From an optimization exercise on the open Yosys and OpenROAD flow, aimed at small area; shortcuts taken in it are not production practice.
RTL that was checked went through simulation tests only; none was proved equivalent to the original.
No activity file was given, so power comes from the tool's default toggle rates.

## run 1
==> flow/design.v (excerpt) <==
module agc_stream #(
  parameter int          WIN_LOG2 = 10,
  parameter logic [15:0] GAIN_MIN = 16'h0010,
  parameter logic [15:0] GAIN_MAX = 16'h4000
) (
  input  logic        clk,
  input  logic        reset_n,
  input  logic        ce,
  input  logic [31:0] tdata_s,
  input  logic        tvalid_s,
  output logic        tready_s,
  output logic [31:0] tdata_m,
  output logic        tvalid_m,
  input  logic        tready_m,
  input  logic [31:0] haddr_s,
  input  logic [2:0]  hburst_s,
  input  logic [2:0]  hsize_s,
  input  logic [1:0]  htrans_s,
  input  logic [31:0] hwdata_s,
  input  logic        hwrite_s,
  input  logic        hsel_s,
  output logic [31:0] hrdata_s,
  output logic        hreadyout_s,
  output logic        hresp_s,
  output logic        irq
);
==> flow/config.mk <==
export PLATFORM = sky130hd
export DESIGN_NAME = agc_stream
export DESIGN_NICKNAME = agc_stream
export VERILOG_FILES = /design/flow/design.v
export SDC_FILE = /design/flow/constraint.sdc
export NUM_CORES = 4
export LEC_CHECK = 0
export CAP_MARGIN = 20
export CORE_MARGIN = 2
export CORE_UTILIZATION = 40
export SLEW_MARGIN = 20
export SYNTH_HIERARCHICAL = 1
==> flow/constraint.sdc <==
create_clock -name core_clock -period 9.0 [get_ports {clk}]
set_input_delay 1.8000 -clock core_clock [delete_from_list [all_inputs] [get_ports {clk}]]
set_output_delay 1.8000 -clock core_clock [all_outputs]
set_load 0.01 [all_outputs]
standard.sh (not shown) runs the stock make flow with config.mk's settings and CLKGATE_MAP_FILE= SYNTH_SCRIPT=/design/flow/synth_recipe.tcl, a recipe that flattens the netlist after the stock synthesis.
==> flow/flow/run.sh <==
#!/bin/bash
# The standard layout (standard.sh), with two changes to how it sizes cells:
#  - plain buf_1 cells as the port buffers, instead of the weakest-drive delay
#    buffer that buffer_ports picks by default;
#  - RECOVER_POWER: after global routing, downsize gates on paths with slack.
set -euo pipefail
export BUFFER_PORTS_ARGS="-buffer_cell sky130_fd_sc_hd__buf_1"
export RECOVER_POWER=100
bash standard.sh > standard.log 2>&1
Nothing crashed in run 1 and all stages finished; the problem is that the final layout failed, the offending checks being max-capacitance violations, max-slew violations.
> inputs changed (run 1 -> run 2)
Settings: swapping 20 for 10 in SLEW_MARGIN; swapping 40 for 55 in CORE_UTILIZATION; swapping 20 for 10 in CAP_MARGIN.
==> flow/flow/run.sh <==
#!/bin/bash
# The standard layout (standard.sh) with two changes to cell sizing:
#  - after the standard synthesis, every combinational cell is set to its
#    smallest drive strength (flow/downsize.py); the layout's own repair steps
#    size cells up again where timing, slew or load need it;
#  - plain buf_1 cells as the port buffers, instead of the weakest-drive delay
#    buffer that buffer_ports picks by default.
set -euo pipefail
export BUFFER_PORTS_ARGS="-buffer_cell sky130_fd_sc_hd__buf_1"
bash standard.sh synth > synth.log 2>&1
R=orfs/results/$FLOW_PLATFORM/agc_stream/base
python3 flow/downsize.py "$FLOW_HOME/platforms/$FLOW_PLATFORM/lib/sky130_fd_sc_hd__tt_025C_1v80.lib" \
  $R/1_2_yosys.v > downsize.log 2>&1
bash standard.sh > standard.log 2>&1
==> flow/flow/downsize.py (new file) <==
#!/usr/bin/env python3
"""Replace every combinational cell of a synthesized netlist by the smallest
drive strength of the same cell (same pins, same function), leaving flip-flops
and clock cells alone.  The layout's repair steps size cells up again where
timing, slew or load need it.  Usage: downsize.py LIB NETLIST"""
import re, sys
lib, netf = sys.argv[1], sys.argv[2]
text = open(lib).read()
area = {}
for c in re.split(r'\n\s*cell\s*\(', text)[1:]:
    n = re.match(r'\s*"?([\w]+)"?', c).group(1)
    a = re.search(r'\barea\s*:\s*([\d.]+)', c)
    if a:
        area[n] = float(a.group(1))
skip = re.compile(r'__(df|edf|sdf|dl|clk|conb|tap|fill|decap|lpflow|probe)')
net = open(netf).read()
count = 0
out = []
for line in net.split('\n'):
    m = re.match(r'^(\s*)(sky130_fd_sc_hd__\w+)(\s+\S+\s*\(.*)$', line)
    if m:
        t = m.group(2)
        mm = re.match(r'(sky130_fd_sc_hd__\w+?)_(\d+)$', t)
        if mm and not skip.search(t):
            base = mm.group(1)
            for s in ('0', '1', '2'):
                cand = f'{base}_{s}'
                if cand in area and cand != t and area[cand] < area[t]:
                    line = m.group(1) + cand + m.group(3)
                    count += 1
                    break
    out.append(line)
open(netf, 'w').write('\n'.join(out))
print(f'downsize: {count} cells')
--- outcome ---
Run 2 reached the final stage; the timing, design-rule and antenna checks on its layout passed. Sort run 1 and run 2 by met1 global-route usage asc -> top: run 1. Endpoint arrival time on the critical path was higher in run 2 than in run 1. Against run 1, area of the mapped netlist in run 2 fell slightly. Run 2 reports a higher fraction of the cycle the final worst path needs than run 1 does. As of run 2, final cell count had fallen by a few percent compared to run 1. Comparing run 1 and run 2, the higher sequential share of layout area is on run 2.
Setup changes, run 2 to run 3
==> flow/flow/run.sh <==
#!/bin/bash
# The standard layout (standard.sh), with plain buf_1 cells as the port buffers
# instead of the weakest-drive delay buffer that buffer_ports picks by default.
set -euo pipefail
export BUFFER_PORTS_ARGS="-buffer_cell sky130_fd_sc_hd__buf_1"
bash standard.sh > standard.log 2>&1
removed: flow/flow/downsize.py
Notes after the runs:
For run 2, the slowest stage cell on the critical path was sky130_fd_sc_hd__maj3_1, unlike run 3, where it was sky130_fd_sc_hd__fa_1.
Compared with run 2, run 3 shows multi-input logic portion of the cell area higher by 0.49 points.
Compared with run 2, in run 3 headroom to the max-slew limit has decreased, logic depth of the worst setup path including buffers lower, worst setup slack moved up, sequential share of layout area comparable, mean routed wirelength per cell went up 0.30%.
The lower power per cell area came out of run 3.
On combined area of all synthesized cells: between run 2 and run 3, it ends up higher for run 3.
Final worst-path cycle share for run 3 is lower than for run 2.
Looking at die area, run 3 sits about 1.4% higher than run 2 does.

## north
agc_stream, a different RTL version from the one above (not shown whole).
Size: about 2500 cells after synthesis, roughly 200 flip-flops, ~180 I/O pins, about 23000 µm² of cells after synthesis.
==> flow/config.mk <==
export PLATFORM = sky130hd
export DESIGN_NAME = agc_stream
export DESIGN_NICKNAME = agc_stream
export VERILOG_FILES = /design/flow/design.v
export SDC_FILE = /design/flow/constraint.sdc
export NUM_CORES = 4
export LEC_CHECK = 0
export CAP_MARGIN = 10
export CORE_MARGIN = 2
export CORE_UTILIZATION = 70
export SLEW_MARGIN = 10
export SYNTH_HIERARCHICAL = 1
==> flow/constraint.sdc <==
create_clock -name core_clock -period 9.0 [get_ports {clk}]
set_input_delay 1.8000 -clock core_clock [delete_from_list [all_inputs] [get_ports {clk}]]
set_output_delay 1.8000 -clock core_clock [all_outputs]
set_load 0.01 [all_outputs]
==> flow/flow/run.sh <==
#!/bin/bash
# The standard layout (standard.sh), with plain buf_1 cells as the port buffers
# instead of the weakest-drive delay buffer that buffer_ports picks by default.
set -euo pipefail
export BUFFER_PORTS_ARGS="-buffer_cell sky130_fd_sc_hd__buf_1"
bash standard.sh > standard.log 2>&1
north completed; timing, DRC and antenna clean
Setup changes, north to south
-- flow/config.mk --
<<< north, line 9
export CORE_MARGIN = 2
export CORE_UTILIZATION = 70
export SLEW_MARGIN = 10
>>> south, line 9
export CORE_MARGIN = 2
export CORE_UTILIZATION = 55
export SLEW_MARGIN = 10
Notes after the runs:
Compared with north, in south depth of the worst register-to-register path increased by about 17% relative to the old numbers, final setup slack of the worst path decreased by 9.2 ps relative to the old numbers.
On register share of the cell area, north tracks south almost exactly.
## Diff of input files: east against south
-- flow/config.mk --
<<< south, line 7
export LEC_CHECK = 0
export CAP_MARGIN = 10
export CORE_MARGIN = 2
export CORE_UTILIZATION = 55
export SLEW_MARGIN = 10
export SYNTH_HIERARCHICAL = 1
>>> east, line 7
export LEC_CHECK = 0
export CAP_MARGIN = 0
export CORE_MARGIN = 2
export CORE_UTILIZATION = 55
export SLEW_MARGIN = 0
export SYNTH_HIERARCHICAL = 1
## What came out
east completed every stage of the flow, and the final layout passed the timing, design-rule and antenna checks. On wire length per cell after detailed routing, south and east are neck and neck. | area added between synthesis and finish | east vs south | ≈ equal |. Any difference in end-of-flow core utilization between east and south is small enough to ignore. Fmax essentially unchanged between south and east. Changes observed in east relative to south: post-route total power was more or less identical; share of the clock period used by the worst path was more or less identical. In terms of hold slack, south and east differ only marginally. Sequential share of layout area: south vs east, no meaningful difference.
No run of this note included a check of the RTL's function; only the layout flow was run.

## separate check: timing with driven ports
In the flow no input, the clock included, has a driving cell. The finished layouts below were timed again as built, in two steps.
Step 1 assumes that a clkbuf_16 drives the clock port and a buf_2 every other input.
Step 2 moves the port delays by t, midway between the first and last clock arrival at a register: inputs arrive t later, outputs are due t later. That takes back most of the time a late clock gives input paths.
Three values: no drivers, after step 1, after step 2; two values: the first two.
run | t, ns | slack for setup (ns) | worst setup path at the end
run 1 | 0.549 | 0.700 / 0.738 / 0.189 | input to register
run 2 | 0.546 | 0.593 / 0.510 / -0.036 | input to register
run 3 | 0.552 | 1.050 / 1.050 / 0.673 | input to register
north | 0.524 | 0.409 / 0.430 / -0.093 | input to register
south | 0.562 | 0.399 / 0.418 / -0.145 | input to register
east | 0.564 | 0.407 / 0.427 / -0.137 | input to register
With both steps, setup timing fails in run 2, north, south and east, where it was met with ideal ports. The setup slack of run 2, which loses most, moves by -0.083 ns with the drivers and by -0.629 ns with both steps.
